What follows belongs to an exercise in optimizing a design on an open flow for small area; a production flow would make more cautious choices.
The RTL was checked by simulation tests, not by an equivalence proof against the original design.
No activity file was given, so power comes from the tool's default toggle rates.

==> design.v <==
`default_nettype none
module regfile_sb #(
  parameter int WIDTH    = 32,
  parameter int DEPTH    = 32,
  parameter bit ZERO_REG = 1'b1,
  parameter bit BYPASS   = 1'b1,
  parameter int AW       = $clog2(DEPTH)
) (
  input  logic             clk,
  input  logic             rst,
  input  logic [AW-1:0]    rs1_addr,
  input  logic [AW-1:0]    rs2_addr,
  output logic [WIDTH-1:0] rs1_data,
  output logic [WIDTH-1:0] rs2_data,
  output logic             rs1_busy,
  output logic             rs2_busy,
  input  logic             wr_en,
  input  logic [AW-1:0]    wr_addr,
  input  logic [WIDTH-1:0] wr_data,
  input  logic             rsv_en,
  input  logic [AW-1:0]    rsv_addr,
  output logic             init_done,
  output logic [AW:0]      busy_cnt
);
  localparam int NREG = 32;
  logic             run_q;
  logic             ph_q;       
  logic [AW-1:1]    idx_q;
  logic [AW:0]      cnt_q;
  logic [NREG-1:1]  busy_q;
  logic [WIDTH-1:0] mem_q [NREG-1:1];
  function automatic logic [NREG-1:1] dec(input logic [AW-1:0] a);
    for (int i = 1; i < NREG; i++) dec[i] = (a == AW'(i));
  endfunction
  logic [NREG-1:1] rsv_hit, rs1_sel_a, rs1_sel_b, rs2_sel_a, rs2_sel_b;
  logic            rs1_nz, rs2_nz, byp1, byp2, wr_ok, rsv_ok;
  assign rsv_hit = dec(rsv_addr) & {(NREG-1){run_q & rsv_en}};
  assign wr_ok   = run_q & wr_en  & (wr_addr  != '0);
  assign rsv_ok  = run_q & rsv_en & (rsv_addr != '0);
  assign rs1_nz  = run_q & (rs1_addr != '0);
  assign rs2_nz  = run_q & (rs2_addr != '0);
  assign byp1    = wr_ok & (rs1_addr == wr_addr);
  assign byp2    = wr_ok & (rs2_addr == wr_addr);
  logic [NREG-1:1] rs1_sel_n, rs2_sel_n;
  assign rs1_sel_n = ~(dec(rs1_addr) & {(NREG-1){run_q}});
  assign rs2_sel_n = ~(dec(rs2_addr) & {(NREG-1){run_q}});
  rf_inv #(NREG-1) u_s1a (.a(rs1_sel_n), .y(rs1_sel_a));
  rf_inv #(NREG-1) u_s1b (.a(rs1_sel_n), .y(rs1_sel_b));
  rf_inv #(NREG-1) u_s2a (.a(rs2_sel_n), .y(rs2_sel_a));
  rf_inv #(NREG-1) u_s2b (.a(rs2_sel_n), .y(rs2_sel_b));
  logic [AW-1:0] idx;
  assign idx = {idx_q, ph_q};
  always_ff @(posedge clk) begin
    if (!rst) begin
      run_q <= 1'b0;
      idx_q <= '0;
    end else if (!run_q) begin
      if (ph_q) idx_q <= idx_q + 1'b1;
      if (idx == AW'(DEPTH - 1)) run_q <= 1'b1;
    end
  end
  always_ff @(posedge clk) begin
    if (!rst) ph_q <= 1'b0;
    else      ph_q <= !ph_q;
  end
  logic [WIDTH-1:0] dcol_a, dcol_b;   
  logic [NREG-1:1]  we_a, we_b, we_n_a, we_n_b;   
  logic [WIDTH-1:0] dcol_n;
  logic [NREG-1:1]  we_raw;
  assign dcol_n = ~((wr_data & {WIDTH{run_q}}) ^ {WIDTH{ph_q}});
  rf_inv #(WIDTH) u_dca (.a(dcol_n), .y(dcol_a));
  rf_inv #(WIDTH) u_dcb (.a(dcol_n), .y(dcol_b));
  assign we_raw = (dec(wr_addr) & {(NREG-1){wr_en}}) | {(NREG-1){!run_q}};
  rf_inv #(NREG-1) u_wea  (.a(~we_raw), .y(we_a));
  rf_inv #(NREG-1) u_web  (.a(~we_raw), .y(we_b));
  rf_inv #(NREG-1) u_wena (.a(we_raw),  .y(we_n_a));
  rf_inv #(NREG-1) u_wenb (.a(we_raw),  .y(we_n_b));
  logic [WIDTH-1:0] nxt [NREG-1:1];
  for (genvar i = 1; i < NREG; i++) begin : g_row
    logic [WIDTH-1:0] d;
    assign nxt[i] = d;
    for (genvar b = 0; b < WIDTH; b++) begin : g_bit
      rf_o22ai u_d (.a1(i <= 16 ? dcol_a[b] : dcol_b[b]),
                    .a2(b < 16 ? we_n_a[i] : we_n_b[i]), .b1(mem_q[i][b]),
                    .b2(b < 16 ? we_a[i] : we_b[i]), .y(d[b]));
    end
    always_ff @(posedge clk) mem_q[i] <= d;
  end
  always_ff @(posedge clk) busy_q <= (busy_q & we_n_b) | rsv_hit;
  logic busy_at_wr, busy_at_rsv, cnt_inc, cnt_dec;
  rf_rd31 u_bzw (.v(busy_q), .s(we_a),    .y(busy_at_wr));
  rf_rd31 u_bzr (.v(busy_q), .s(rsv_hit), .y(busy_at_rsv));
  assign cnt_inc = rsv_ok & !busy_at_rsv;
  assign cnt_dec = run_q & busy_at_wr & !(rsv_en & (rsv_addr == wr_addr));
  always_ff @(posedge clk) begin
    if (!rst) cnt_q <= '0;
    else if (cnt_inc && !cnt_dec) cnt_q <= cnt_q + 1'b1;
    else if (cnt_dec && !cnt_inc) cnt_q <= cnt_q - 1'b1;
  end
  logic             c1, c2;
  assign c1 = !ph_q & rs1_nz;
  assign c2 = !ph_q & rs2_nz;
  for (genvar b = 0; b < WIDTH; b++) begin : g_rd
    logic [31:1] v;
    for (genvar i = 1; i < NREG; i++) begin : g_v
      assign v[i] = nxt[i][b];
    end
    rf_rd31x u_rs1 (.v(v), .s(b < 16 ? rs1_sel_a : rs1_sel_b), .c(c1), .y(rs1_data[b]));
    rf_rd31x u_rs2 (.v(v), .s(b < 16 ? rs2_sel_a : rs2_sel_b), .c(c2), .y(rs2_data[b]));
  end
  logic bz1, bz2;
  rf_rd31 u_bz1 (.v(busy_q), .s(rs1_sel_b), .y(bz1));
  rf_rd31 u_bz2 (.v(busy_q), .s(rs2_sel_b), .y(bz2));
  assign rs1_busy = bz1 & !byp1;
  assign rs2_busy = bz2 & !byp2;
  assign init_done = run_q;
  assign busy_cnt  = cnt_q;
endmodule
module rf_rd31x (
  input  logic [31:1] v,
  input  logic [31:1] s,
  input  logic        c,
  output logic        y
);
  logic o;
  rf_rd31 u_t (.v(v), .s(s), .y(o));
  rf_xor2 u_y (.a(o), .b(c), .y(y));
endmodule
module rf_rd31 (
  input  logic [31:1] v,
  input  logic [31:1] s,
  output logic        y
);
  logic [9:0] n;
  logic [1:0] p;
  logic       q, m;
  for (genvar g = 0; g < 10; g++) begin : g_t
    rf_a222oi u (.a1(v[3*g+1]), .a2(s[3*g+1]), .b1(v[3*g+2]), .b2(s[3*g+2]),
                 .c1(v[3*g+3]), .c2(s[3*g+3]), .y(n[g]));
  end
  rf_nand2 u_q  (.a(v[31]), .b(s[31]), .y(q));
  rf_nand4 u_p0 (.a(n[0]), .b(n[1]), .c(n[2]), .d(n[3]), .y(p[0]));
  rf_nand4 u_p1 (.a(n[4]), .b(n[5]), .c(n[6]), .d(n[7]), .y(p[1]));
  rf_nor2  u_m  (.a(p[0]), .b(p[1]), .y(m));
  rf_nand4 u_y  (.a(m), .b(n[8]), .c(n[9]), .d(q), .y(y));
endmodule
module rf_a222oi (
  input  logic a1, a2, b1, b2, c1, c2,
  output logic y
);
  assign y = ~((a1 & a2) | (b1 & b2) | (c1 & c2));
endmodule
module rf_o22ai (
  input  logic a1, a2, b1, b2,
  output logic y
);
  assign y = ~((a1 | a2) & (b1 | b2));
endmodule
module rf_nand2 (
  input  logic a, b,
  output logic y
);
  assign y = ~(a & b);
endmodule
module rf_nor2 (
  input  logic a, b,
  output logic y
);
  assign y = ~(a | b);
endmodule
module rf_nand3 (
  input  logic a, b, c,
  output logic y
);
  assign y = ~(a & b & c);
endmodule
module rf_nand4 (
  input  logic a, b, c, d,
  output logic y
);
  assign y = ~(a & b & c & d);
endmodule
module rf_inv #(
  parameter int N = 1
) (
  input  logic [N-1:0] a,
  output logic [N-1:0] y
);
  for (genvar k = 0; k < N; k++) begin : g_k
    rf_inv1 u (.a(a[k]), .y(y[k]));
  end
endmodule
module rf_inv1 (
  input  logic a,
  output logic y
);
  assign y = ~a;
endmodule
module rf_xor2 (
  input  logic a, b,
  output logic y
);
  assign y = a ^ b;
endmodule
`default_nettype wire
==> run.sh <==
#!/bin/bash
# synth_recipe.tcl (not shown) runs the flow's synth.tcl, then flattens the netlist and writes it again
# the make line also repeats each setting of config.mk as NAME=value (left out here)
make -C /OpenROAD-flow-scripts/flow DESIGN_CONFIG=/design/flow/config.mk WORK_HOME=/design/flow/orfs CLKGATE_MAP_FILE= SYNTH_SCRIPT=/design/flow/synth_recipe.tcl finish
==> config.mk <==
export PLATFORM = sky130hd
export DESIGN_NAME = regfile_sb
export DESIGN_NICKNAME = regfile_sb
export VERILOG_FILES = /design/flow/design.v
export SDC_FILE = /design/flow/constraint.sdc
export NUM_CORES = 4
export LEC_CHECK = 0
export CAP_MARGIN = 20
export CORE_MARGIN = 2
export CORE_UTILIZATION = 40
export CTS_BUF_LIST = sky130_fd_sc_hd__clkbuf_16
export CTS_CLUSTER_DIAMETER = 100
export CTS_CLUSTER_SIZE = 25
export SLEW_MARGIN = 20
export SYNTH_HIERARCHICAL = 1
export SYNTH_MINIMUM_KEEP_SIZE = 0
==> constraint.sdc <==
create_clock -name core_clock -period 10.0 [get_ports {clk}]
set_input_delay 2.0000 -clock core_clock [delete_from_list [all_inputs] [get_ports {clk}]]
set_output_delay 2.0000 -clock core_clock [all_outputs]
set_load 0.01 [all_outputs]
==> results of run 1 <==
==> synth_stat cells (3+ instances only) <==
master    number  share of area
a21o_1        31         0.0059
a21oi_1        5        0.00063
a222oi_1     680           0.17
and2_1         3        0.00047
buf_1          8        0.00076
buf_2         17         0.0021
clkbuf_1       4        0.00038
dfxtp_1     1035           0.52
ha_1           6         0.0019
inv_1        345          0.033
nand2_1      179          0.017
nand2b_1      18         0.0028
nand3_1       12         0.0015
nand4_1      207          0.033
nand4b_1       3        0.00066
nor2_1       116          0.011
nor2_2         3        0.00047
nor2b_1        6        0.00095
nor3_1         8         0.0010
nor3_2         6         0.0015
o21ai_0       27         0.0034
o21ai_1        4        0.00050
o22ai_1      992           0.16
xnor2_1       10         0.0022
xor2_1       107          0.024
==> state kept, by name, indices dropped and copies added (netlist names) <==
name / flops
mem_q: 992
busy_q: 31
cnt_q: 6
ph_q: 1
run_q: 1
idx_q: 4
==> per-layer routing <==
metal	routed length [um]	vias up	global-route usage
met1	69960	19440	0.4440
li1	-	16922	-
met3	23290	301	0.09011
met5	26	-	0
met2	70030	2880	0.4521
met4	3823	4	0.06646
==> report_power, final <==
part	internal, W	switching, W
sequential	0.00441	0.0000747
combinational	0.000166	0.000376
clock	0.000852	0.00134
==> through the flow <==
step / cells / total power, W / cell area, um2
6_report: 5312 / 0.007228 / 43820
4_1_cts: 5311 / 0.007210 / 43810
5_1_grt: 5311 / 0.007441 / 43810
3_5_place_dp: 5261 / 0.005100 / 42610
2_1_floorplan: 3860 / 0.004930 / 39710
3_3_place_gp: 5261 / 0.005077 / 42610
==> how the worst min path moves through the flow <==
stage	start	end	slack, ns
finish	ph_q$_SDFF_PN0_	ph_q$_SDFF_PN0_	0.43
global route	ph_q$_SDFF_PN0_	ph_q$_SDFF_PN0_	0.45
CTS	ph_q$_SDFF_PN0_	ph_q$_SDFF_PN0_	0.43
detailed placement	ph_q$_SDFF_PN0_	ph_q$_SDFF_PN0_	0.42
global placement	ph_q$_SDFF_PN0_	ph_q$_SDFF_PN0_	0.41
floorplan	mem_q[11][0]$_DFF_P_	mem_q[11][0]$_DFF_P_	0.42
==> worst max-delay path, stage by stage <==
cell and delay, ns:
clkdlybuf4s50_1 0.68, or2_1 0.48, nand2b_1 0.24, o21ai_0 0.44, inv_1 0.11, inv_1 0.72, o22ai_1 0.26, a222oi_1 0.44
nand4_1 0.40, nor2_1 0.39, nand4_1 0.22, xor2_1 0.20, clkdlybuf4s50_1 0.56
==> modules after synthesis, one instance, submodules excluded, a selection <==
module,area (um2),flops+latches,times used,cells
regfile_sb,23180,1035,1,1472
rf_a222oi,10.01,0,680,1
rf_xor2,8.758,0,64,1
rf_nand4,6.256,0,204,1
rf_o22ai,6.256,0,992,1
rf_inv1,3.754,0,312,1
rf_nand2,3.754,0,68,1
rf_nor2,3.754,0,68,1
==> cells in the final DEF, fill, tap and decap left out, drive strengths merged, types with 47 or more instances in the layout <==
master         Yosys  layout
dfxtp           1035    1035
clkbuf             4      47
inv              346     348
clkdlybuf4s50      0     128
nor2             119     119
o22ai            992     992
nand4            207     207
nand2            179     179
a222oi           680     680
xor2             107     107
==> area by class of cell <==
cell class / instances / area share
tap: 1287 / 0.03675
clock buffer: 47 / 0.02684
multi-input combinational: 2449 / 0.4011
antenna: 1 / 0.00005711
timing repair buffer: 144 / 0.03198
sequential: 1035 / 0.4729
clock inverter: 3 / 0.0006568
inverter: 346 / 0.02964
==> cell families after synthesis <==
group                      after synthesis  share of synthesized area
AOI/OAI and AO/OA                     1751                     0.3406
xor gates and xnor gates               117                    0.02580
adders and majority gates                7                   0.002394
buffers and inverters                  376                    0.03626
DFF                                   1035                     0.5217
muxes                                    2                  0.0005041
and+or+nand+nor                        572                    0.07275
==> impl_results.rst, run 1 <==
.. list-table::
   :header-rows: 1

   * - Metric
     - Value
   * - Run status
     - no timing/DRC/antenna violations
   * - Setup repair after global routing missed its margin
     - no
   * - Required time at the worst-slack endpoint
     - about 8.0 ns
   * - Antenna violations before repair
     - 3
   * - Count of input and output buffers
     - 128
   * - Number of global-route vias before repair
     - approximately 36000
   * - Capturing element of the worst setup path
     - rs1_data[18]
   * - CTS tree
     - built
   * - Violation count after the first detailed-routing iteration
     - 9458
   * - Clock edge transition at the registers on the reported setup and hold paths
     - around 0.1 ns
   * - Register bit total from synthesis
     - 1035
   * - Critical R2R Launch
     - run_q$_SDFF_PN0_
   * - Area occupied by multi-input gates
     - about 0.018 mm2
   * - CTS resizes
     - 0
   * - Max-cap check violation count
     - 0
   * - Final hold violations
     - 0
   * - Setup-violating endpoint count in the final report
     - 0
   * - Sum Neg Setup Slack
     - 0 ns
   * - R2r setup slk
     - 4.37 ns
   * - Core region area
     - ~0.1 mm2
   * - HPWL after DPL
     - approximately 120000 um
   * - Initial Util
     - 0.4035
   * - Worst hold margin
     - 0.4331 ns
   * - Max Freq
     - 109.2 MHz
   * - DRC violations left
     - 0
   * - Final critical delay including setup and external delays
     - just over 9 ns
   * - Total clock sinks
     - around 1000
   * - Tot GR Track Use
     - 0.3079
   * - Post-Synthesis Cells
     - 3860
   * - Die width
     - approximately 320 um
   * - Inserted Clock Buffers
     - 47
   * - Area overhead of the layout relative to synthesis
     - 10.33%
   * - Die Height
     - 319.1 um
   * - Crit share post-route
     - 0.9154
   * - Floorplan row count
     - roughly 120
   * - Minimum setup slack after placement
     - ~1.2 ns
   * - Latest clock arrival within the worst-skew pair
     - about 0.66 ns
   * - Leakage power summed over all cells
     - about 18 nW
   * - Bufs on Longest Clock Path
     - 3
   * - Number of distinct standard cells referenced by the synthesized netlist
     - 46
   * - Reg2reg path depth
     - 15
   * - Placer Congestion
     - a little over 1
   * - Post-synthesis sequential area ratio
     - 0.5217
   * - Remaining global-route overflow
     - 0
   * - Number of nets with antenna violations after routing
     - 0
   * - Count of warnings emitted by yosys
     - 11
   * - Class of the worst hold path
     - flop to flop
   * - Crit Path Max Fanout
     - 16
   * - VDD IR-drop max
     - approximately 0.00011 V
   * - Total area of sequential cells
     - a little over 0.02 mm2
   * - PwrDens
     - between 150 and 200 mW/mm2
   * - Final #Nets
     - 4086
   * - Final core utilization
     - 0.4452
   * - Average instance area after synthesis
     - 10.29 um2
   * - Largest net degree at the start of global routing
     - 40
   * - Worst setup path startpoint
     - wr_addr[2]
   * - CP Capture Type
     - output port
   * - Initial DRT Pass Iterations
     - 13
   * - Buffer type at the clock tree root
     - clkbuf_16
   * - Dominant synthesized flop cell
     - dfxtp_1
   * - Num ports
     - around 130
   * - Fill cell instance count of the final layout
     - ~9500
   * - Average wire per standard cell
     - about 31 um
   * - Critical Path AT
     - about 7 ns
   * - Critical Path Source Type
     - input pin
   * - Hold-critical path depth
     - 1
   * - Global-route wire length before repair
     - about 240000 um
   * - Number of hold buffers added after cts
     - 0
   * - Post-Syn Area
     - ~0.04 mm2
   * - Final Worst Setup Slack
     - 0.8457 ns
   * - Max-slew violation count
     - 0
   * - Post-synth EDFFs
     - 0
   * - Worst slew slack as a fraction of its limit
     - 0.2495
   * - CP Class
     - input pin to output port
   * - Die area
     - 0.1018 mm2
   * - H-tree depth reported by CTS
     - 2
   * - Worst reg2reg endpoint
     - cnt_q[5]$_SDFFE_PN0P_
   * - Setup Skew
     - approximately 0.034 ns
   * - Worst-Margin Slew
     - approximately 1.1 ns
   * - Total detailed-routing wirelength
     - approximately 170000 um
   * - Setup Fix Bufs, Post-CTS
     - 0
   * - Share of post-route cells with drive strength above 1
     - 0.02137
   * - Vias per std cell
     - around 7.4
   * - Via count
     - 39547
   * - Post-synthesis async set-or-reset flop share
     - 0
==> run 2: changes to the inputs <==
--- a/design.v
+++ b/design.v
@@ -26,5 +26,4 @@
   logic             run_q;
   logic             ph_q;       
-  logic [AW-1:1]    idx_q;
   logic [AW:0]      cnt_q;
   logic [NREG-1:1]  busy_q;
@@ -50,11 +49,9 @@
   rf_inv #(NREG-1) u_s2b (.a(rs2_sel_n), .y(rs2_sel_b));
   logic [AW-1:0] idx;
-  assign idx = {idx_q, ph_q};
+  assign idx = {busy_q[4:1], ph_q};
   always_ff @(posedge clk) begin
     if (!rst) begin
       run_q <= 1'b0;
-      idx_q <= '0;
     end else if (!run_q) begin
-      if (ph_q) idx_q <= idx_q + 1'b1;
       if (idx == AW'(DEPTH - 1)) run_q <= 1'b1;
     end
@@ -87,5 +84,12 @@
     always_ff @(posedge clk) mem_q[i] <= d;
   end
-  always_ff @(posedge clk) busy_q <= (busy_q & we_n_b) | rsv_hit;
+  logic [NREG-1:1] busy_run;
+  assign busy_run = (busy_q & we_n_b) | rsv_hit;
+  always_ff @(posedge clk) begin
+    busy_q[NREG-1:5] <= busy_run[NREG-1:5];
+    if (!rst)        busy_q[4:1] <= '0;
+    else if (run_q)  busy_q[4:1] <= busy_run[4:1];
+    else if (ph_q)   busy_q[4:1] <= busy_q[4:1] + 1'b1;
+  end
   logic busy_at_wr, busy_at_rsv, cnt_inc, cnt_dec;
   rf_rd31 u_bzw (.v(busy_q), .s(we_a),    .y(busy_at_wr));
==> flow/run.sh (new file) <==
#!/bin/bash
# The standard layout (standard.sh, unchanged synthesis), except that the
# ports are buffered with the smallest buffer cell instead of the default.
set -euo pipefail
bash standard.sh "BUFFER_PORTS_ARGS=-buffer_cell sky130_fd_sc_hd__buf_1" finish > flow_make.log 2>&1
==> standard.sh (new file) <==
#!/bin/bash
# synth_recipe.tcl (not shown) runs the flow's synth.tcl, then flattens the netlist and writes it again
# the make line also repeats each setting of config.mk as NAME=value (left out here)
make -C /OpenROAD-flow-scripts/flow DESIGN_CONFIG=/design/flow/config.mk WORK_HOME=/design/flow/orfs CLKGATE_MAP_FILE= SYNTH_SCRIPT=/design/flow/synth_recipe.tcl "${@:-finish}"
removed: run.sh
==> impl_results.rst, run 2 <==
.. list-table::
   :header-rows: 1

   * - Metric
     - Value
   * - Die area
     - 0.1015 mm2 (-0.28%)
   * - Register bank with the most flops
     - mem_q
   * - Total detailed-routing wirelength
     - 184900 um (+11%)
   * - Setup-violating endpoint count in the final report
     - 0 (unchanged)
   * - Num ports
     - 129 (unchanged)
   * - Global-route wire length before repair
     - 263600 um (+8.4%)
   * - Largest net degree at the start of global routing
     - 61 (+53%)
   * - Setup repair after global routing missed its margin
     - no
   * - Critical Path AT
     - 6.76 ns (-0.39 ns)
   * - Leakage power summed over all cells
     - 17.29 nW (-1.2%)
   * - Die Height
     - 318.7 um (-0.14%)
   * - Area share of the largest cell type after synthesis
     - 0.5212 (-0.0005550)
   * - Violation count after the first detailed-routing iteration
     - 10508 (+11%)
   * - Inserted Clock Buffers
     - 48 (+2.1%)
   * - Leading post-synthesis cells by instance count
     - dfxtp_1, o22ai_1, a222oi_1
   * - Clock edge transition at the registers on the reported setup and hold paths
     - 0.08 ns (-0.02 ns)
   * - CTS resizes
     - 0 (unchanged)
   * - Post-Synthesis Cells
     - 3867 (+0.18%)
   * - Fill cell instance count of the final layout
     - 9386 (-0.78%)
   * - Count of input and output buffers
     - 128 (unchanged)
   * - Post-synthesis sequential area ratio
     - 0.5212 (-0.0005550)
   * - Tot GR Track Use
     - 0.3430 (+0.03509)
   * - Antenna violations before repair
     - 9 (+6)
   * - Average instance area after synthesis
     - 10.24 um2 (-0.46%)
   * - VDD IR-drop max
     - 0.0001454 V (+36%)
   * - Most common cell after layout, fill and taps aside
     - dfxtp_1
   * - Die width
     - 318.7 um (-0.14%)
   * - Placed Cells
     - 5303 (+0.80%)
   * - Initial DRT Pass Iterations
     - 14 (+1)
   * - Setup Fix Bufs, Post-CTS
     - 0 (unchanged)
   * - CP Capture Type
     - output port
   * - Max-slew violation count
     - 0 (unchanged)
   * - Number of flip-flops under the largest register name
     - 992 (unchanged)
   * - Buffer type at the clock tree root
     - clkbuf_16
   * - DRC violations left
     - 0 (unchanged)
   * - Area overhead of the layout relative to synthesis
     - 9.295%
   * - Average wire per standard cell
     - 34.47 um (+9.6%)
   * - Dominant synthesized flop cell
     - dfxtp_1
   * - Core region area
     - 0.09828 mm2 (-0.15%)
   * - Number of global-route vias before repair
     - 37207 (+3.5%)
   * - Crit Path Max Fanout
     - 16 (unchanged)
   * - Number of hold buffers added after cts
     - 0 (unchanged)
   * - Worst slew slack as a fraction of its limit
     - 0.2806 (+0.03106)
   * - Bufs on Longest Clock Path
     - 3 (unchanged)
   * - Post-Syn Area
     - 0.03960 mm2 (-0.28%)
   * - Via count
     - 41000 (+3.7%)
   * - Crit share post-route
     - 0.8756 (-0.03986)
   * - Total clock sinks
     - 1031 (-0.39%)
   * - Setup Skew
     - 0.06087 ns (+0.02678 ns)
   * - Sum Neg Setup Slack
     - 0 ns (unchanged)
   * - Largest registers
     - mem_q x992, busy_q x31, cnt_q x6
   * - H-tree depth reported by CTS
     - 2 (unchanged)
   * - CTS tree
     - built
   * - Floorplan row count
     - 115 (unchanged)
   * - Latest clock arrival within the worst-skew pair
     - 0.69 ns (+0.03 ns)
   * - Most common cell in the netlist
     - dfxtp_1
   * - Placer Congestion
     - 1.020 (+1.1%)
   * - Minimum setup slack after placement
     - 1.814 ns (+0.6368 ns)
   * - Max Freq
     - 114.2 MHz (+4.6%)
   * - Cell type with the highest aggregate area in the netlist
     - dfxtp_1
   * - Number of distinct standard cells referenced by the synthesized netlist
     - 50 (+8.7%)
   * - Post-synth EDFFs
     - 0 (unchanged)
   * - Top library cells by usage in the layout, fill and taps aside
     - dfxtp_1, o22ai_1, a222oi_1, inv_1, nand4_1
   * - Final critical delay including setup and external delays
     - 8.756 ns (-0.3986 ns)
   * - Top cells by area in the synthesized netlist
     - dfxtp_1, a222oi_1, o22ai_1, inv_1, nand4_1
   * - Max-cap check violation count
     - 0 (unchanged)
   * - Final hold violations
     - 0 (unchanged)
   * - Class of the worst hold path
     - flop to flop
   * - Post-synthesis async set-or-reset flop share
     - 0 (unchanged)
   * - Final Worst Setup Slack
     - 1.244 ns (+0.3986 ns)
   * - Vias per std cell
     - 7.644 (+2.7%)
   * - Register bit total from synthesis
     - 1031 (-0.39%)
   * - Post-route non-filler standard cell count
     - 5364 (+0.98%)
   * - Run status
     - no timing/DRC/antenna violations
   * - Initial Util
     - 0.4030 (-0.0005423)
   * - Critical Path Source Type
     - input pin
   * - Count of warnings emitted by yosys
     - 11 (unchanged)
   * - Final #Nets
     - 4129 (+1.1%)
   * - Share of post-route cells with drive strength above 1
     - 0.02848 (+0.007108)
   * - Remaining global-route overflow
     - 0 (unchanged)
   * - PwrDens
     - 168.3 mW/mm2 (+2.0%)
   * - Required time at the worst-slack endpoint
     - 8.00 ns (about the same)
   * - CP Class
     - input pin to output port
   * - HPWL after DPL
     - 124800 um (+7.9%)
   * - Worst-Margin Slew
     - 1.079 ns (-0.04535 ns)
   * - Number of nets with antenna violations after routing
     - 0 (unchanged)
## run 2: cell types whose count changed after synthesis, sizes merged, moves of 6 or more
| cell | delta |
|---|---|
| buf | -7 |
| a21o | -9 |
| clkbuf | +7 |
| nand2 | +6 |
| o21ai | +11 |
| nor3 | -8 |
## run 2: worst max-delay path, stage by stage
cell and delay (ns):
buf_1 0.47, nand2b_1 0.25, nand2b_1 0.25, o21ai_0 0.44
inv_1 0.11, inv_1 0.59, o22ai_1 0.26, a222oi_1 0.60
nand4_1 0.26, nor2_1 0.74, nand4_1 0.36, xor2_1 0.23
buf_1 0.17
## run 2: cell type report
type | count | area (um2) | area share
Multi-Input combinational cell | 2461 | 17550 | 0.4056
Inverter | 345 | 1295 | 0.02992
Sequential cell | 1031 | 20640 | 0.4770
Timing Repair Buffer | 179 | 863.3 | 0.01995
Tap cell | 1287 | 1610 | 0.03720
Antenna cell | 4 | 10.01 | 0.0002313
Clock inverter | 9 | 105.1 | 0.002428
Clock buffer | 48 | 1201 | 0.02775
## run 2: cell families after synthesis
family	share of synthesized area
AOI/OAI and AO/OA	0.3422
xor gates and xnor gates	0.02521
adders and majority gates	0.002401
buffers and inverters	0.03614
DFF	0.5212
muxes	0.0005055
and+or+nand+nor	0.07235
## run 2: where the power goes
part | switching, W | total (W) | internal [W] | leakage [nW]
Sequential | 0.0000805 | 0.00448 | 0.00440 | 8.65
Combinational | 0.000374 | 0.000527 | 0.000153 | 8.00
Clock | 0.00139 | 0.00228 | 0.000885 | 0.641
## run 2: layer usage
layer | up-vias | track usage | share of wire
li1 | 17041 | - | -
met1 | 19701 | 0.4634 | 0.38
met2 | 3603 | 0.5000 | 0.41
met3 | 647 | 0.07218 | 0.13
met4 | 8 | 0.2099 | 0.077
met5 | - | 0 | 0.00036
## run 2: Yosys stat by module, one instance, submodules excluded, excerpt
| module | cells inside | copies in the design |
|---|---|---|
| rf_xor2 | 1 | 64 |
| rf_nor2 | 1 | 68 |
| rf_inv1 | 1 | 312 |
| regfile_sb | 1479 | 1 |
| rf_a222oi | 1 | 680 |
| rf_o22ai | 1 | 992 |
| rf_nand4 | 1 | 204 |
## run 2: path summary, 6_finish.rpt
check	slack, ns	depth (start not counted)	to	startpoint
setup reg to reg	4.67	17	cnt_q[5]$_SDFFE_PN0P_	run_q$_SDFF_PN0_
setup / recovery	1.24	13	rs1_data[19]	wr_addr[3]
hold / removal	0.45	1	mem_q[10][7]$_DFF_P_	mem_q[10][7]$_DFF_P_
hold reg to reg	0.45	1	mem_q[10][7]$_DFF_P_	mem_q[10][7]$_DFF_P_
## run 2: per-stage QoR
stage | hold slack, ns | cell area [um2] | util | total power (W)
floorplan | 0.4237 | 39600 | - | 0.004912
global placement | 0.4313 | 41970 | 0.4270 | 0.005056
detailed placement | 0.4399 | 41970 | 0.4270 | 0.005076
CTS | 0.4536 | 43270 | 0.4403 | 0.007258
global route | 0.4635 | 43270 | 0.4403 | 0.007477
finish | 0.4529 | 43280 | 0.4404 | 0.007284
==> run 3: changes to the inputs <==
==> flow/run.sh (replaced) <==
#!/bin/bash
# The standard layout (standard.sh, unchanged synthesis), except that:
#  * the ports are buffered with the smallest buffer cell;
#  * the buffers that synthesis (ABC) inserted are removed at floorplan
#    (global placement is not timing-driven, so it does not remove them);
#    repair_design then buffers only what the placed design needs.
set -euo pipefail
bash standard.sh "BUFFER_PORTS_ARGS=-buffer_cell sky130_fd_sc_hd__buf_1" REMOVE_ABC_BUFFERS=1 finish > flow_make.log 2>&1
--- a/config.mk
+++ b/config.mk
@@ -11,5 +11,6 @@
 export CTS_BUF_LIST = sky130_fd_sc_hd__clkbuf_16
 export CTS_CLUSTER_DIAMETER = 100
-export CTS_CLUSTER_SIZE = 25
+export CTS_CLUSTER_SIZE = 24
+export GPL_TIMING_DRIVEN = 0
 export SLEW_MARGIN = 20
 export SYNTH_HIERARCHICAL = 1
==> impl_results.rst, run 3 <==
.. list-table::
   :header-rows: 1

   * - Metric
     - Value
   * - Minimum setup slack after placement
     - 1.457 ns (-0.3565 ns)
   * - Post-synthesis async set-or-reset flop share
     - 0 (unchanged)
   * - Post-synth EDFFs
     - 0 (unchanged)
   * - Buffer type at the clock tree root
     - clkbuf_16
   * - Crit Path Max Fanout
     - 16 (unchanged)
   * - Reg2reg path depth
     - 16 (-1)
   * - Post-synthesis sequential area ratio
     - 0.5212 (unchanged)
   * - Leakage power summed over all cells
     - 17.12 nW (-1.0%)
   * - Total detailed-routing wirelength
     - 180700 um (-2.3%)
   * - HPWL after DPL
     - 118600 um (-4.9%)
   * - CTS tree
     - built
   * - VDD IR-drop max
     - 0.0001349 V (-7.2%)
   * - Number of distinct standard cells referenced by the synthesized netlist
     - 50 (unchanged)
   * - Area share of the largest cell type after synthesis
     - 0.5212 (unchanged)
   * - Worst slew slack as a fraction of its limit
     - 0.1705 (-0.1100)
   * - Fill cell instance count of the final layout
     - 9497 (+1.2%)
   * - End of the worst hold path
     - mem_q[1][3]$_DFF_P_
   * - CP Class
     - input pin to output port
   * - Count of warnings emitted by yosys
     - 11 (unchanged)
   * - Inserted Clock Buffers
     - 50 (+4.2%)
   * - H-tree depth reported by CTS
     - 2 (unchanged)
   * - R2r setup slk
     - 4.85 ns (+0.18 ns)
   * - Vias per std cell
     - 7.589 (-0.71%)
   * - Run status
     - no timing/DRC/antenna violations
   * - Worst-Margin Slew
     - 1.243 ns (+0.1637 ns)
   * - Dominant synthesized flop cell
     - dfxtp_1
   * - Latest clock arrival within the worst-skew pair
     - 0.68 ns (about the same)
   * - Placer Congestion
     - 0.9772 (-4.2%)
   * - Largest registers
     - mem_q x992, busy_q x31, cnt_q x6
   * - Top cells by area in the synthesized netlist
     - dfxtp_1, a222oi_1, o22ai_1, inv_1, nand4_1
   * - Most common cell in the netlist
     - dfxtp_1
   * - DRC violations left
     - 0 (unchanged)
   * - Antenna violations before repair
     - 10 (+1)
   * - Gate family responsible for the most delay along the worst path
     - buffers and inverters
   * - Most common cell after layout, fill and taps aside
     - dfxtp_1
   * - Final #Nets
     - 4086 (-1.0%)
   * - Setup-violating endpoint count in the final report
     - 0 (unchanged)
   * - Highest cell delay on the worst timing path
     - 0.90 ns (+0.16 ns)
   * - PwrDens
     - 169.7 mW/mm2 (+0.85%)
   * - Critical R2R Launch
     - run_q$_SDFF_PN0_
   * - Worst reg2reg endpoint
     - cnt_q[5]$_SDFFE_PN0P_
   * - Setup Skew
     - 0.06800 ns (+0.007132 ns)
   * - Leading post-synthesis cells by instance count
     - dfxtp_1, o22ai_1, a222oi_1
   * - Initial Util
     - 0.4030 (unchanged)
   * - Class of the worst hold path
     - flop to flop
   * - Register bit total from synthesis
     - 1031 (unchanged)
   * - Die area
     - 0.1015 mm2 (unchanged)
   * - Critical Path AT
     - 7.19 ns (+0.43 ns)
   * - Total clock sinks
     - 1031 (unchanged)
   * - CP Capture Type
     - output port
   * - PnR Total Power
     - 0.007312 W (+0.39%)
   * - Hold-critical path depth
     - 1 (unchanged)
   * - Number of nets with antenna violations after routing
     - 0 (unchanged)
   * - Critical Path Source Type
     - input pin
   * - CTS resizes
     - 0 (unchanged)
   * - Setup Fix Bufs, Post-CTS
     - 0 (unchanged)
   * - Max-slew violation count
     - 0 (unchanged)
   * - Most Frequent Cell on Critical Path
     - nand4_1
   * - Cell type with the highest aggregate area in the netlist
     - dfxtp_1
   * - Largest net degree at the start of global routing
     - 46 (-25%)
   * - Max-cap check violation count
     - 0 (unchanged)
   * - Startpoint of the worst hold path
     - mem_q[1][3]$_DFF_P_
   * - Average wire per standard cell
     - 33.96 um (-1.5%)
   * - Final critical delay including setup and external delays
     - 9.195 ns (+0.4389 ns)
   * - Crit path cell chain
     - buf_1 -> nand4_1 -> o21ai_0 -> inv_1 -> inv_1 -> o22ai_1 -> a222oi_1 -> nand4_1 -> nor2_1 -> nand4_1 -> xor2_1 -> buf_1
   * - Average instance area after synthesis
     - 10.24 um2 (unchanged)
   * - Worst path buffer plus inverter count
     - 4 (unchanged)
   * - Sum Neg Setup Slack
     - 0 ns (unchanged)
   * - Num ports
     - 129 (unchanged)
   * - Clock edge transition at the registers on the reported setup and hold paths
     - 0.09 ns (about the same)
   * - Violation count after the first detailed-routing iteration
     - 9914 (-5.7%)
   * - Final hold violations
     - 0 (unchanged)
   * - Post-Synthesis Cells
     - 3867 (unchanged)
   * - Floorplan row count
     - 115 (unchanged)
   * - Max Freq
     - 108.8 MHz (-4.8%)
   * - Count of input and output buffers
     - 128 (unchanged)
   * - Bufs on Longest Clock Path
     - 3 (unchanged)
   * - Area overhead of the layout relative to synthesis
     - 8.793%
   * - Initial DRT Pass Iterations
     - 15 (+1)
   * - Final Worst Setup Slack
     - 0.8054 ns (-0.4389 ns)
   * - Number of hold buffers added after cts
     - 0 (unchanged)
   * - Register bank with the most flops
     - mem_q
   * - Number of flip-flops under the largest register name
     - 992 (unchanged)
   * - Post-Syn Area
     - 0.03960 mm2 (unchanged)
   * - Via count
     - 40373 (-1.5%)
   * - Die Height
     - 318.7 um (unchanged)
   * - Share of post-route cells with drive strength above 1
     - 0.01836 (-0.01012)
   * - Number of global-route vias before repair
     - 36485 (-1.9%)
   * - Tot GR Track Use
     - 0.3358 (-0.007190)
   * - Crit share post-route
     - 0.9195 (+0.04389)
   * - Setup repair after global routing missed its margin
     - no
   * - Core region area
     - 0.09828 mm2 (unchanged)
   * - Required time at the worst-slack endpoint
     - 8.00 ns (about the same)
   * - Remaining global-route overflow
     - 0 (unchanged)
   * - Global-route wire length before repair
     - 258700 um (-1.8%)
   * - Die width
     - 318.7 um (unchanged)
   * - Critical-path cell with the highest stage delay
     - o21ai_0
   * - Top library cells by usage in the layout, fill and taps aside
     - dfxtp_1, o22ai_1, a222oi_1, inv_1, nand4_1
[run 3: per-layer routing]
layer  share of wire  vias to the layer above  track usage  wire length [um]
li1                -                    16945            -                 -
met1            0.39                    19483       0.4545             69990
met2            0.41                     3315       0.4843             74030
met3            0.14                      618      0.09648             25260
met4           0.062                       12       0.1720             11280
met5         0.00063                        -    0.0009456               113
[run 3: worst max path at each step]
stage / start / to / slack, ns / depth (start not counted)
after floorplan: rs1_addr[0] / rs1_data[0] / 3.46 / 3
after global placement: run_q$_SDFF_PN0_ / rs1_data[16] / 0.47 / 4
after detailed placement: wr_addr[1] / rs2_data[16] / 1.46 / 12
after CTS: wr_addr[1] / rs2_data[16] / 1.44 / 12
after global routing: wr_addr[0] / rs2_data[16] / 0.91 / 12
final: wr_addr[1] / rs2_data[20] / 0.81 / 12
[run 3: power breakdown]
| part | internal (W) | total, W | switching [W] |
|---|---|---|---|
| logic | 0.000153 | 0.000520 | 0.000367 |
| registers | 0.00440 | 0.00448 | 0.0000783 |
| clock network | 0.000916 | 0.00232 | 0.00140 |
| total | 0.00547 | 0.00731 | 0.00185 |
[run 3: stage by stage]
stage                       util  instances  area [um2]  hold WS, ns
after CTS                 0.4384       5318       43080       0.4544
after global routing      0.4384       5318       43080       0.4615
after floorplan                -       3837       39470       0.4237
final                     0.4384       5320       43090       0.4528
after detailed placement  0.4245       5258       41720       0.4412
after global placement    0.4229       5252       41560       0.4308
[run 3: layout make-up]
type	instances	area (um2)	share of cell area
timing repair buffer	134	615.6	0.01429
tap	1287	1610	0.03737
clock buffer	50	1251	0.02904
inverter	345	1295	0.03006
antenna	2	5.005	0.0001162
sequential	1031	20650	0.4792
multi-input combinational	2461	17550	0.4074
clock inverter	10	106.4	0.002468
[run 3: Yosys stat by module (local to each module, per instance), excerpt]
module	copies in the design	cells	area, um2	flops+latches
rf_inv1	312	1	3.754	0
rf_xor2	64	1	8.758	0
regfile_sb	1	1479	23070	1031
rf_nand2	68	1	3.754	0
rf_a222oi	680	1	10.01	0
rf_o22ai	992	1	6.256	0
rf_nand4	204	1	6.256	0
rf_nor2	68	1	3.754	0
[run 3: cell families after synthesis]
kind of cell	after synthesis	share of synthesized area
DFF	1031	0.5212
xor gates and xnor gates	114	0.02521
adders and majority gates	7	0.002401
AOI/OAI and AO/OA	1758	0.3422
buffers and inverters	375	0.03614
muxes	2	0.0005055
and+or+nand+nor	580	0.07235
==> run 4: changes to the inputs <==
--- a/config.mk
+++ b/config.mk
@@ -11,5 +11,5 @@
 export CTS_BUF_LIST = sky130_fd_sc_hd__clkbuf_16
 export CTS_CLUSTER_DIAMETER = 100
-export CTS_CLUSTER_SIZE = 24
+export CTS_CLUSTER_SIZE = 23
 export GPL_TIMING_DRIVEN = 0
 export SLEW_MARGIN = 20
==> impl_results.rst, run 4 <==
.. list-table::
   :header-rows: 1

   * - Metric
     - Value
   * - Fill cell instance count of the final layout
     - 9486 (-0.12%)
   * - Initial DRT Pass Iterations
     - 14 (-1)
   * - Reg2reg path depth
     - 16 (unchanged)
   * - Hold-critical path depth
     - 1 (unchanged)
   * - Leading post-synthesis cells by instance count
     - dfxtp_1, o22ai_1, a222oi_1
   * - Crit. path cell count
     - 12 (unchanged)
   * - Post-Syn Area
     - 0.03960 mm2 (unchanged)
   * - Setup Fix Bufs, Post-CTS
     - 0 (unchanged)
   * - Inserted Clock Buffers
     - 51 (+2.0%)
   * - Via count
     - 40400 (+0.067%)
   * - Register bit total from synthesis
     - 1031 (unchanged)
   * - Detailed-routed wire length on met2
     - 74060 um (about the same)
   * - Total detailed-routing wirelength
     - 181300 um (+0.36%)
   * - Final hold violations
     - 0 (unchanged)
   * - Final Worst Setup Slack
     - 0.6883 ns (-0.1171 ns)
   * - Buffer type at the clock tree root
     - clkbuf_16
   * - Post-Synthesis Cells
     - 3867 (unchanged)
   * - Max-slew violation count
     - 0 (unchanged)
   * - Die Height
     - 318.7 um (unchanged)
   * - Leakage power summed over all cells
     - 17.16 nW (+0.24%)
   * - Post-synthesis sequential area ratio
     - 0.5212 (unchanged)
   * - Number of global-route vias before repair
     - 36639 (+0.42%)
   * - Arithmetic-cell share of the synthesized area counting full adders, half adders and majority gates
     - 0.002401 (unchanged)
   * - Floorplan row count
     - 115 (unchanged)
   * - Placer Congestion
     - 0.9772 (unchanged)
   * - Area share of the largest cell type after synthesis
     - 0.5212 (unchanged)
   * - Number of hold buffers added after cts
     - 0 (unchanged)
   * - Largest net degree at the start of global routing
     - 46 (unchanged)
   * - Count of input and output buffers
     - 128 (unchanged)
   * - Sum Neg Setup Slack
     - 0 ns (unchanged)
   * - Antenna violations before repair
     - 9 (-1)
   * - VDD IR-drop max
     - 0.0001256 V (-6.9%)
   * - CTS resizes
     - 0 (unchanged)
   * - Fin area
     - 0.04318 mm2 (+0.21%)
   * - Final critical delay including setup and external delays
     - 9.312 ns (+0.1171 ns)
   * - Synth Area in Compound Gates
     - 0.3422 (unchanged)
   * - Average wire per standard cell
     - 34.04 um (+0.25%)
   * - Clock edge transition at the registers on the reported setup and hold paths
     - 0.09 ns (about the same)
   * - Largest registers
     - mem_q x992, busy_q x31, cnt_q x6
   * - Register bank with the most flops
     - mem_q
   * - Core region area
     - 0.09828 mm2 (unchanged)
   * - Combinational family with the most area after synthesis
     - compound AO/OA/AOI/OAI gates
   * - Worst-Margin Slew
     - 1.262 ns (+0.01966 ns)
   * - CTS tree
     - built
   * - Crit path cell chain
     - buf_1 -> nand4_1 -> o21ai_0 -> inv_1 -> inv_1 -> o22ai_1 -> a222oi_1 -> nand4_1 -> nor2_1 -> nand4_1 -> xor2_1 -> buf_1
   * - Setup repair after global routing missed its margin
     - no
   * - Class of the worst hold path
     - flop to flop
   * - Final #Nets
     - 4088 (+0.049%)
   * - Bufs on Longest Clock Path
     - 3 (unchanged)
   * - Met1 Wirelength
     - 69880 um (-0.15%)
   * - Die width
     - 318.7 um (unchanged)
   * - Setup Skew
     - 0.06370 ns (-0.004302 ns)
   * - Die area
     - 0.1015 mm2 (unchanged)
   * - Cell type with the highest aggregate area in the netlist
     - dfxtp_1
   * - Run status
     - no timing/DRC/antenna violations
   * - Dominant synthesized flop cell
     - dfxtp_1
   * - HPWL after DPL
     - 118600 um (unchanged)
   * - Area occupied by multi-input gates
     - 0.01755 mm2 (unchanged)
   * - CP Capture Type
     - output port
   * - XOR/XNOR share of the synthesized area
     - 0.02521 (unchanged)
   * - PnR Total Power
     - 0.007378 W (+0.89%)
   * - Final core utilization
     - 0.4393 (+0.0009300)
   * - Total area of sequential cells
     - 0.02065 mm2 (unchanged)
   * - Critical-path cell with the highest stage delay
     - o21ai_0
   * - Crit Path Max Fanout
     - 16 (unchanged)
   * - Share of post-route cells with drive strength above 1
     - 0.01860 (+0.0002435)
   * - CP Class
     - input pin to output port
   * - Number of flip-flops under the largest register name
     - 992 (unchanged)
   * - Max Freq
     - 107.4 MHz (-1.3%)
   * - Top cells by area in the synthesized netlist
     - dfxtp_1, a222oi_1, o22ai_1, inv_1, nand4_1
   * - Most common cell after layout, fill and taps aside
     - dfxtp_1
   * - H-tree depth reported by CTS
     - 2 (unchanged)
   * - Required time at the worst-slack endpoint
     - 8.00 ns (about the same)
   * - DRC violations left
     - 0 (unchanged)
   * - Post-synthesis async set-or-reset flop share
     - 0 (unchanged)
   * - Count of warnings emitted by yosys
     - 11 (unchanged)
   * - Highest cell delay on the worst timing path
     - 0.93 ns (+0.03 ns)
   * - Minimum setup slack after placement
     - 1.457 ns (unchanged)
   * - Most common cell in the netlist
     - dfxtp_1
   * - Gate family responsible for the most delay along the worst path
     - buffers and inverters
   * - Placed inst area
     - 0.04172 mm2 (unchanged)
   * - Top library cells by usage in the layout, fill and taps aside
     - dfxtp_1, o22ai_1, a222oi_1, inv_1, nand4_1
   * - Vias per std cell
     - 7.585 (about the same)
   * - Remaining global-route overflow
     - 0 (unchanged)
   * - Violation count after the first detailed-routing iteration
     - 9759 (-1.6%)
   * - Synthesized-area fraction occupied by and/or/nand/nor cells
     - 0.07235 (unchanged)
   * - Tot GR Track Use
     - 0.3366 (+0.0008004)
   * - Max-cap check violation count
     - 0 (unchanged)
   * - Num ports
     - 129 (unchanged)
   * - Routed wire length on met3
     - 25940 um (+2.7%)
   * - Initial Util
     - 0.4030 (unchanged)
   * - Multiplexer area fraction after synthesis
     - 0.0005055 (unchanged)
   * - Most Frequent Cell on Critical Path
     - nand4_1
   * - Global-route wire length before repair
     - 259000 um (about the same)
   * - Critical Path AT
     - 7.31 ns (+0.12 ns)
   * - Total clock sinks
     - 1031 (unchanged)
   * - PwrDens
     - 170.9 mW/mm2 (+0.68%)
   * - Post-synth EDFFs
     - 0 (unchanged)
   * - Setup-violating endpoint count in the final report
     - 0 (unchanged)
   * - Critical Path Source Type
     - input pin
   * - Number of nets with antenna violations after routing
     - 0 (unchanged)
   * - Number of distinct standard cells referenced by the synthesized netlist
     - 50 (unchanged)
   * - Top routing layer in use
     - met5
   * - Worst path buffer plus inverter count
     - 4 (unchanged)
   * - Crit share post-route
     - 0.9312 (+0.01171)
   * - Average instance area after synthesis
     - 10.24 um2 (unchanged)
   * - Area overhead of the layout relative to synthesis
     - 9.023%
   * - Latest clock arrival within the worst-skew pair
     - 0.71 ns (+0.03 ns)
   * - Worst slew slack as a fraction of its limit
     - 0.1574 (-0.01312)
[run 4: cell counts after synthesis]
No cell type changed its count.
[run 4: cell families after synthesis]
logic type | after synthesis
flip-flops | 1031
buffers and inverters | 375
AO/OA/AOI/OAI | 1758
XOR/XNOR | 114
multiplexers | 2
adder cells (fa/ha/maj) | 7
AND/OR/NAND/NOR | 580
[run 4: worst paths after layout]
path	start	endpoint	slack [ns]
hold reg to reg	mem_q[23][13]$_DFF_P_	mem_q[23][13]$_DFF_P_	0.45
setup reg to reg	run_q$_SDFF_PN0_	cnt_q[5]$_SDFFE_PN0P_	4.84
setup / recovery	wr_addr[0]	rs1_data[20]	0.69
hold / removal	mem_q[23][13]$_DFF_P_	mem_q[23][13]$_DFF_P_	0.45
[run 4: metrics by stage]
step | cells | hold slack [ns]
after floorplan | 3837 | 0.4237
after global placement | 5252 | 0.4308
after detailed placement | 5258 | 0.4412
after CTS | 5318 | 0.4541
after global routing | 5319 | 0.4609
final | 5326 | 0.4534
[run 4: layer usage]
metal / vias up / GRT usage
li1: 16963 / -
met1: 19487 / 0.4511
met2: 3352 / 0.4811
met3: 588 / 0.1023
met4: 10 / 0.1846
met5: - / 0
[run 4: layout make-up]
class,count,area share
Multi-Input combinational cell,2461,0.4066
Antenna cell,7,0.0004057
Sequential cell,1031,0.4782
Clock buffer,52,0.03014
Clock inverter,8,0.002782
Tap cell,1287,0.03730
Inverter,345,0.02999
Timing Repair Buffer,135,0.01461
[run 4: power by group]
part	switching (W)	leakage (nW)	total, W	internal, W
Sequential	0.0000784	8.65	0.00448	0.00440
Combinational	0.000368	7.81	0.000521	0.000153
Clock	0.00141	0.698	0.00238	0.000972
Total	0.00185	17.2	0.00738	0.00552
[run 4: per-module statistics from Yosys (local to each module, per instance), excerpt]
module	times used	cell area, um2	cells inside	flip-flops and latches
regfile_sb	1	23070	1479	1031
rf_a222oi	680	10.01	1	0
rf_inv1	312	3.754	1	0
rf_nand2	68	3.754	1	0
rf_nand4	204	6.256	1	0
rf_nor2	68	3.754	1	0
rf_o22ai	992	6.256	1	0
rf_xor2	64	8.758	1	0
==> run 5: changes to the inputs <==
--- a/design.v
+++ b/design.v
@@ -102,7 +102,8 @@
     else if (cnt_dec && !cnt_inc) cnt_q <= cnt_q - 1'b1;
   end
-  logic             c1, c2;
-  assign c1 = !ph_q & rs1_nz;
-  assign c2 = !ph_q & rs2_nz;
+  logic             c1_n, c2_n, c1_a, c1_b, c2_a, c2_b;
+  assign c1_n = !(!ph_q & rs1_nz);
+  assign c2_n = !(!ph_q & rs2_nz);
+  rf_inv #(4) u_c (.a({c1_n, c1_n, c2_n, c2_n}), .y({c1_a, c1_b, c2_a, c2_b}));
   for (genvar b = 0; b < WIDTH; b++) begin : g_rd
     logic [31:1] v;
@@ -110,6 +111,8 @@
       assign v[i] = nxt[i][b];
     end
-    rf_rd31x u_rs1 (.v(v), .s(b < 16 ? rs1_sel_a : rs1_sel_b), .c(c1), .y(rs1_data[b]));
-    rf_rd31x u_rs2 (.v(v), .s(b < 16 ? rs2_sel_a : rs2_sel_b), .c(c2), .y(rs2_data[b]));
+    rf_rd31x u_rs1 (.v(v), .s(b < 16 ? rs1_sel_a : rs1_sel_b), .c(b < 16 ? c1_a : c1_b),
+                    .y(rs1_data[b]));
+    rf_rd31x u_rs2 (.v(v), .s(b < 16 ? rs2_sel_a : rs2_sel_b), .c(b < 16 ? c2_a : c2_b),
+                    .y(rs2_data[b]));
   end
   logic bz1, bz2;
--- a/config.mk
+++ b/config.mk
@@ -11,5 +11,5 @@
 export CTS_BUF_LIST = sky130_fd_sc_hd__clkbuf_16
 export CTS_CLUSTER_DIAMETER = 100
-export CTS_CLUSTER_SIZE = 23
+export CTS_CLUSTER_SIZE = 24
 export GPL_TIMING_DRIVEN = 0
 export SLEW_MARGIN = 20
==> impl_results.rst, run 5 <==
.. list-table::
   :header-rows: 1

   * - Metric
     - Value
   * - PnR Total Power
     - 0.007228 W (-2.0%)
   * - Largest registers
     - mem_q x992, busy_q x31, cnt_q x6
   * - Total area of sequential cells
     - 0.02065 mm2 (unchanged)
   * - Max-cap check violation count
     - 0 (unchanged)
   * - Antenna violations before repair
     - 2 (-7)
   * - Cell-internal power
     - 0.005434 W (-1.6%)
   * - Crit path cell chain
     - buf_1 -> nor2b_1 -> nand3_1 -> o21ai_0 -> inv_1 -> inv_1 -> o22ai_1 -> a222oi_1 -> nand4_1 -> nor2_1 -> nand4_1 -> xor2_1 -> buf_1
   * - Post-synth EDFFs
     - 0 (unchanged)
   * - Number of flip-flops under the largest register name
     - 992 (unchanged)
   * - Global-route wire length before repair
     - 240000 um (-7.3%)
   * - Post-synthesis sequential area ratio
     - 0.5209 (about the same)
   * - Register bank with the most flops
     - mem_q
   * - Total detailed-routing wirelength
     - 163500 um (-9.8%)
   * - Tot GR Track Use
     - 0.3045 (-0.03209)
   * - Average wire per standard cell
     - 30.77 um (-9.6%)
   * - Final hold violations
     - 0 (unchanged)
   * - PwrDens
     - 168.5 mW/mm2 (-1.4%)
   * - CTS tree
     - built
   * - Largest net degree at the start of global routing
     - 54 (+17%)
   * - Die area
     - 0.1016 mm2 (about the same)
   * - Post-route non-filler standard cell count
     - 5314 (-0.23%)
   * - Placed Cells
     - 5260 (+0.038%)
   * - Setup repair after global routing missed its margin
     - no
   * - Required time at the worst-slack endpoint
     - 8.00 ns (about the same)
   * - Highest cell delay on the worst timing path
     - 0.64 ns (-0.29 ns)
   * - Cell type with the highest aggregate area in the netlist
     - dfxtp_1
   * - CP Capture Type
     - output port
   * - H-tree depth reported by CTS
     - 2 (unchanged)
   * - Sum Neg Setup Slack
     - 0 ns (unchanged)
   * - VDD IR-drop max
     - 0.0001391 V (+11%)
   * - Top cells by area in the synthesized netlist
     - dfxtp_1, a222oi_1, o22ai_1, inv_1, nand4_1
   * - Total clock sinks
     - 1031 (unchanged)
   * - Top library cells by usage in the layout, fill and taps aside
     - dfxtp_1, o22ai_1, a222oi_1, inv_1, nand4_1
   * - Count of warnings emitted by yosys
     - 11 (unchanged)
   * - Gate family responsible for the most delay along the worst path
     - simple AND/OR/NAND/NOR gates
   * - Initial Util
     - 0.4032 (about the same)
   * - Clock edge transition at the registers on the reported setup and hold paths
     - 0.10 ns (about the same)
   * - Num ports
     - 129 (unchanged)
   * - CTS resizes
     - 0 (unchanged)
   * - Worst path buffer plus inverter count
     - 4 (unchanged)
   * - Crit Path Max Fanout
     - 17 (+1)
   * - Share of post-route cells with drive strength above 1
     - 0.01515 (-0.003453)
   * - Worst-Margin Slew
     - 1.169 ns (-0.09319 ns)
   * - Die Height
     - 318.7 um (about the same)
   * - Worst slew slack as a fraction of its limit
     - 0.2205 (+0.06305)
   * - Fill cell instance count of the final layout
     - 9466 (-0.21%)
   * - Switching power
     - 0.001795 W (-3.2%)
   * - Most common cell after layout, fill and taps aside
     - dfxtp_1
   * - Count of input and output buffers
     - 128 (unchanged)
   * - Post-Syn Area
     - 0.03962 mm2 (about the same)
   * - Setup-violating endpoint count in the final report
     - 0 (unchanged)
   * - Die width
     - 318.7 um (about the same)
   * - Combinational fraction of design power
     - 0.072 (about the same)
   * - Crit share post-route
     - 0.8907 (-0.04047)
   * - Violation count after the first detailed-routing iteration
     - 7685 (-21%)
   * - Remaining global-route overflow
     - 0 (unchanged)
   * - Vias per std cell
     - 7.338 (-3.3%)
   * - Leakage power summed over all cells
     - 17.09 nW (-0.44%)
   * - Number of distinct standard cells referenced by the synthesized netlist
     - 50 (unchanged)
   * - Most common cell in the netlist
     - dfxtp_1
   * - Class of the worst hold path
     - flop to flop
   * - Final #Nets
     - 4086 (-0.049%)
   * - Core region area
     - 0.09828 mm2 (unchanged)
   * - Setup Skew
     - 0.02801 ns (-0.03570 ns)
   * - Number of global-route vias before repair
     - 35973 (-1.8%)
   * - Setup Fix Bufs, Post-CTS
     - 0 (unchanged)
   * - Worst hold margin
     - 0.4534 ns (+0.00001100 ns)
   * - Flop pwr share
     - 0.619 (+0.012)
   * - Register bit total from synthesis
     - 1031 (unchanged)
   * - HPWL after DPL
     - 115100 um (-3.0%)
   * - Number of nets with antenna violations after routing
     - 0 (unchanged)
   * - Placer Congestion
     - 0.9335 (-4.5%)
   * - Buffer type at the clock tree root
     - clkbuf_16
   * - Floorplan row count
     - 115 (unchanged)
   * - Latest clock arrival within the worst-skew pair
     - 0.66 ns (-0.05 ns)
   * - Post-Synthesis Cells
     - 3873 (+0.16%)
   * - Via count
     - 38996 (-3.5%)
   * - Inserted Clock Buffers
     - 48 (-5.9%)
   * - Critical Path Source Type
     - input pin
   * - Average instance area after synthesis
     - 10.23 um2 (-0.10%)
   * - Number of hold buffers added after cts
     - 0 (unchanged)
   * - Dominant synthesized flop cell
     - dfxtp_1
   * - R2r setup slk
     - 4.76 ns (-0.08 ns)
   * - Post-synthesis async set-or-reset flop share
     - 0 (unchanged)
   * - Area share of the largest cell type after synthesis
     - 0.5209 (about the same)
   * - Initial DRT Pass Iterations
     - 12 (-2)
   * - Leading post-synthesis cells by instance count
     - dfxtp_1, o22ai_1, a222oi_1
   * - Area occupied by multi-input gates
     - 0.01754 mm2 (about the same)
   * - Fraction of power consumed by the clock network
     - 0.309 (-0.014)
   * - Run status
     - no timing/DRC/antenna violations
   * - DRC violations left
     - 0 (unchanged)
   * - Bufs on Longest Clock Path
     - 3 (unchanged)
   * - Final critical delay including setup and external delays
     - 8.907 ns (-0.4047 ns)
   * - Max-slew violation count
     - 0 (unchanged)
   * - Area overhead of the layout relative to synthesis
     - 8.239%
   * - Max Freq
     - 112.3 MHz (+4.5%)
   * - Critical-path cell with the highest stage delay
     - inv_1
   * - Antenna fix cells
     - 0 (-7)
   * - CP Class
     - input pin to output port
   * - Critical Path AT
     - 6.91 ns (-0.40 ns)
   * - Share of total power consumed by net switching
     - 0.2483 (-0.003126)
-- run 5: cell types whose count changed in the layout (fill, tap and decap cells not counted), sizes merged --
cell      delta
clkinv       -2
buf          -5
diode        -7
bufinv       -1
nand2b       -1
nor2b        +1
nand2        +4
clkinvlp     -1
clkbuf       -3
inv          +5
a21oi        -2
-- run 5: worst paths after layout --
check | start | to | cells past startpoint
setup / recovery | wr_addr[4] | rs2_data[2] | 13
setup reg to reg | run_q$_SDFF_PN0_ | cnt_q[5]$_SDFFE_PN0P_ | 16
hold / removal | mem_q[19][16]$_DFF_P_ | mem_q[19][16]$_DFF_P_ | 1
hold reg to reg | mem_q[19][16]$_DFF_P_ | mem_q[19][16]$_DFF_P_ | 1
-- run 5: cell families (layout without fill, tap and decap cells) --
group,Yosys count,count (layout),share of synthesized area
simple gates,584,584,0.07269
xor+xnor,114,114,0.02520
compound gates,1756,1756,0.3418
fa+ha+maj,7,7,0.002400
buf+inv,379,533,0.03650
mux,2,2,0.0005053
flops,1031,1031,0.5209
-- run 5: power by group through the flow --
stage / sequential (W) / clock, W / combinational (W)
final: 0.00448 / 0.00223 / 0.000520
after global placement: 0.00457 / 0 / 0.000473
after floorplan: 0.00455 / 0 / 0.000356
after global routing: 0.00450 / 0.00238 / 0.000565
after CTS: 0.00447 / 0.00225 / 0.000497
after detailed placement: 0.00457 / 0 / 0.000497
-- run 5: modules after synthesis (local to each module, per instance), a selection --
module | copies in the design | cell area (um2)
rf_xor2 | 64 | 8.758
rf_a222oi | 680 | 10.01
rf_nor2 | 68 | 3.754
rf_inv1 | 316 | 3.754
rf_nand4 | 204 | 6.256
regfile_sb | 1 | 23080
rf_nand2 | 68 | 3.754
rf_o22ai | 992 | 6.256
-- run 5: metrics by stage --
stage	util	setup WS [ns]	cell area, um2
final	0.4364	1.093	42890
after global routing	0.4364	1.230	42890
after CTS	0.4364	1.639	42890
after detailed placement	0.4236	1.640	41630
after global placement	0.4231	1.531	41580
after floorplan	-	3.860	39490
-- run 5: area by class of cell --
class / count / share of cell area
Multi-Input combinational cell: 2463 / 0.4089
Sequential cell: 1031 / 0.4814
Inverter: 349 / 0.03055
Timing Repair Buffer: 130 / 0.01231
Tap cell: 1287 / 0.03755
Clock inverter: 5 / 0.0006710
Clock buffer: 49 / 0.02859
-- run 5: layer usage --
layer	vias up	GRT usage	part of all wire
li1	16956	-	-
met1	19167	0.4190	0.41
met2	2542	0.4588	0.43
met3	327	0.08484	0.12
met4	4	0.1002	0.033
met5	-	0	0.00015
-- run 5: worst register-to-register path, stage by stage (launching register included) --
cell and delay, ns:
dfxtp_4 0.63, buf_16 0.29, o21ai_0 0.22, inv_1 0.13, inv_1 0.45, a222oi_1 0.53, nand4_1 0.27, nor2_1 0.44
nand4_1 0.22, nand3_1 0.29, ha_1 0.30, inv_1 0.15, ha_1 0.36, and4b_2 0.25, a311oi_1 0.23, o211ai_1 0.21
mux2i_1 0.16
==> run 6: changes to the inputs <==
==> flow/run.sh (replaced) <==
#!/bin/bash
# The standard layout (standard.sh, unchanged synthesis), except that the
# ports are buffered with the smallest buffer cell instead of the default.
set -euo pipefail
bash standard.sh "BUFFER_PORTS_ARGS=-buffer_cell sky130_fd_sc_hd__buf_1" finish > flow_make.log 2>&1
--- a/config.mk
+++ b/config.mk
@@ -11,6 +11,5 @@
 export CTS_BUF_LIST = sky130_fd_sc_hd__clkbuf_16
 export CTS_CLUSTER_DIAMETER = 100
-export CTS_CLUSTER_SIZE = 24
-export GPL_TIMING_DRIVEN = 0
+export CTS_CLUSTER_SIZE = 25
 export SLEW_MARGIN = 20
 export SYNTH_HIERARCHICAL = 1
==> impl_results.rst, run 6 <==
.. list-table::
   :header-rows: 1

   * - Metric
     - Value
   * - Run status
     - no timing/DRC/antenna violations
   * - Worst-Margin Slew
     - 1.162 ns (-0.006945 ns)
   * - CTS resizes
     - 0 (unchanged)
   * - Post-Syn Area
     - 0.03962 mm2 (unchanged)
   * - PwrDens
     - 168.2 mW/mm2 (-0.18%)
   * - CTS tree
     - built
   * - Post-Synthesis Cells
     - 3873 (unchanged)
   * - Switching power
     - 0.001803 W (+0.46%)
   * - Final #Nets
     - 4089 (+0.073%)
   * - Die area
     - 0.1016 mm2 (unchanged)
   * - Register bank with the most flops
     - mem_q
   * - Setup repair after global routing missed its margin
     - no
   * - Critical-path cell with the highest stage delay
     - inv_1
   * - Initial DRT Pass Iterations
     - 15 (+3)
   * - Post-route non-filler standard cell count
     - 5317 (+0.056%)
   * - Latest clock arrival within the worst-skew pair
     - 0.67 ns (about the same)
   * - Fraction of power consumed by the clock network
     - 0.306 (-0.003)
   * - Crit Path Max Fanout
     - 16 (-1)
   * - Critical Path Source Type
     - input pin
   * - Max Freq
     - 119.1 MHz (+6.0%)
   * - Number of distinct standard cells referenced by the synthesized netlist
     - 50 (unchanged)
   * - Inserted Clock Buffers
     - 47 (-2.1%)
   * - Dominant synthesized flop cell
     - dfxtp_1
   * - DRC violations left
     - 0 (unchanged)
   * - Leading post-synthesis cells by instance count
     - dfxtp_1, o22ai_1, a222oi_1
   * - Count of input and output buffers
     - 128 (unchanged)
   * - Total detailed-routing wirelength
     - 172100 um (+5.2%)
   * - Core region area
     - 0.09828 mm2 (unchanged)
   * - H-tree depth reported by CTS
     - 2 (unchanged)
   * - Final hold violations
     - 0 (unchanged)
   * - Gate family responsible for the most delay along the worst path
     - simple AND/OR/NAND/NOR gates
   * - CP Class
     - input pin to output port
   * - Placer Congestion
     - 0.9418 (+0.89%)
   * - Number of global-route vias before repair
     - 36249 (+0.77%)
   * - Cell-internal power
     - 0.005405 W (-0.53%)
   * - Share of total power consumed by net switching
     - 0.2501 (+0.001851)
   * - Top cells by area in the synthesized netlist
     - dfxtp_1, a222oi_1, o22ai_1, inv_1, nand4_1
   * - Highest cell delay on the worst timing path
     - 0.63 ns (about the same)
   * - Cell type with the highest aggregate area in the netlist
     - dfxtp_1
   * - Post-synthesis async set-or-reset flop share
     - 0 (unchanged)
   * - Antenna violations before repair
     - 3 (+1)
   * - Largest net degree at the start of global routing
     - 64 (+19%)
   * - Tot GR Track Use
     - 0.3165 (+0.01202)
   * - Initial Util
     - 0.4032 (unchanged)
   * - Flop pwr share
     - 0.621 (+0.002)
   * - Crit path cell chain
     - buf_1 -> nand2b_1 -> nand2b_1 -> o21ai_0 -> inv_1 -> inv_1 -> o22ai_1 -> a222oi_1 -> nand4_1 -> nor2_1 -> nand4_1 -> xor2_1 -> buf_1
   * - Sum Neg Setup Slack
     - 0 ns (unchanged)
   * - Required time at the worst-slack endpoint
     - 8.00 ns (about the same)
   * - Area overhead of the layout relative to synthesis
     - 8.128%
==> run 6: changes by cell type in the layout (fill, tap and decap cells not counted) <==
cell / before / now
buf_12: 1 / 0
buf_16: 1 / 0
buf_4: 0 / 6
clkbuf_16: 49 / 47
dfxtp_2: 0 / 1
dfxtp_4: 2 / 1
diode_2: 0 / 3
inv_1: 352 / 350
inv_16: 0 / 1
inv_6: 2 / 1
==> run 6: worst reg2reg max path: cells and delay by family, from the launching register on <==
family / cells / cell delay (ns)
AO/OA/AOI/OAI: 4 / 1.25
adder cells (fa/ha/maj): 2 / 0.63
buffers and inverters: 4 / 1.27
flip-flops: 1 / 0.58
multiplexers: 1 / 0.21
AND/OR/NAND/NOR: 5 / 1.37
==> run 6: worst min-delay path by stage <==
stage,startpoint,to,slack [ns],depth (start not counted)
CTS,mem_q[26][25]$_DFF_P_,mem_q[26][25]$_DFF_P_,0.45,1
global placement,mem_q[14][17]$_DFF_P_,mem_q[14][17]$_DFF_P_,0.43,1
detailed placement,mem_q[25][9]$_DFF_P_,mem_q[25][9]$_DFF_P_,0.44,1
floorplan,mem_q[11][0]$_DFF_P_,mem_q[11][0]$_DFF_P_,0.42,1
global route,mem_q[8][11]$_DFF_P_,mem_q[8][11]$_DFF_P_,0.46,1
finish,mem_q[29][4]$_DFF_P_,mem_q[29][4]$_DFF_P_,0.45,1
==> run 6: area by class of cell <==
| type | instances | area, um2 | share of cell area |
|---|---|---|---|
| sequential | 1031 | 20640 | 0.4819 |
| multi-input combinational | 2463 | 17540 | 0.4093 |
| tap | 1287 | 1610 | 0.03759 |
| inverter | 349 | 1310 | 0.03058 |
| clock buffer | 47 | 1176 | 0.02745 |
| timing repair buffer | 134 | 525.5 | 0.01227 |
| clock inverter | 3 | 32.53 | 0.0007593 |
| antenna | 3 | 7.507 | 0.0001752 |
==> run 6: power by group through the flow <==
| stage | registers [W] | clock network, W | logic, W |
|---|---|---|---|
| finish | 0.00448 | 0.00221 | 0.000526 |
| detailed placement | 0.00457 | 0 | 0.000502 |
| floorplan | 0.00455 | 0 | 0.000365 |
| global route | 0.00450 | 0.00234 | 0.000566 |
| global placement | 0.00456 | 0 | 0.000485 |
| CTS | 0.00447 | 0.00221 | 0.000501 |
==> run 6: per-module statistics from Yosys (local to each module, per instance), excerpt <==
module	flops+latches	area (um2)	copies in the design
rf_a222oi	0	10.01	680
regfile_sb	1031	23080	1
rf_o22ai	0	6.256	992
rf_nand4	0	6.256	204
rf_inv1	0	3.754	316
rf_nor2	0	3.754	68
rf_nand2	0	3.754	68
rf_xor2	0	8.758	64
==> run 6: metal layers <==
metal  routed length (um)  vias to the layer above  GRT usage  part of all wire
li1                     -                    16945          -                 -
met1                68340                    19480     0.4341              0.40
met2                73550                     3094     0.4760              0.43
met3                25160                      386     0.1042              0.15
met4                 4637                        8    0.07962             0.027
met5                  393                        -    0.01797            0.0023
==> run 6: per-stage QoR <==
stage / worst slack (ns) / total power [W] / util / instance area [um2] / hold slack, ns
detailed placement: 2.022 / 0.005068 / 0.4236 / 41630 / 0.4406
global placement: 2.020 / 0.005048 / 0.4236 / 41630 / 0.4310
finish: 1.601 / 0.007208 / 0.4360 / 42840 / 0.4544
floorplan: 3.701 / 0.004912 / - / 39620 / 0.4237
global route: 1.582 / 0.007409 / 0.4359 / 42840 / 0.4646
CTS: 2.015 / 0.007181 / 0.4359 / 42840 / 0.4542
==> run 6: cell families after synthesis <==
group / after synthesis / synth area share
compound gates: 1756 / 0.3418
xor+xnor: 114 / 0.02520
fa+ha+maj: 7 / 0.002400
buf+inv: 379 / 0.03650
flops: 1031 / 0.5209
mux: 2 / 0.0005053
simple gates: 584 / 0.07269

Check on run 6: ideal ports give 1.601 ns setup slack; a clkbuf_16 on the clock port and buf_2 on the inputs give 1.576 ns; moving port delays by the midpoint clock arrival (0.716 ns) as well gives 1.576 ns.
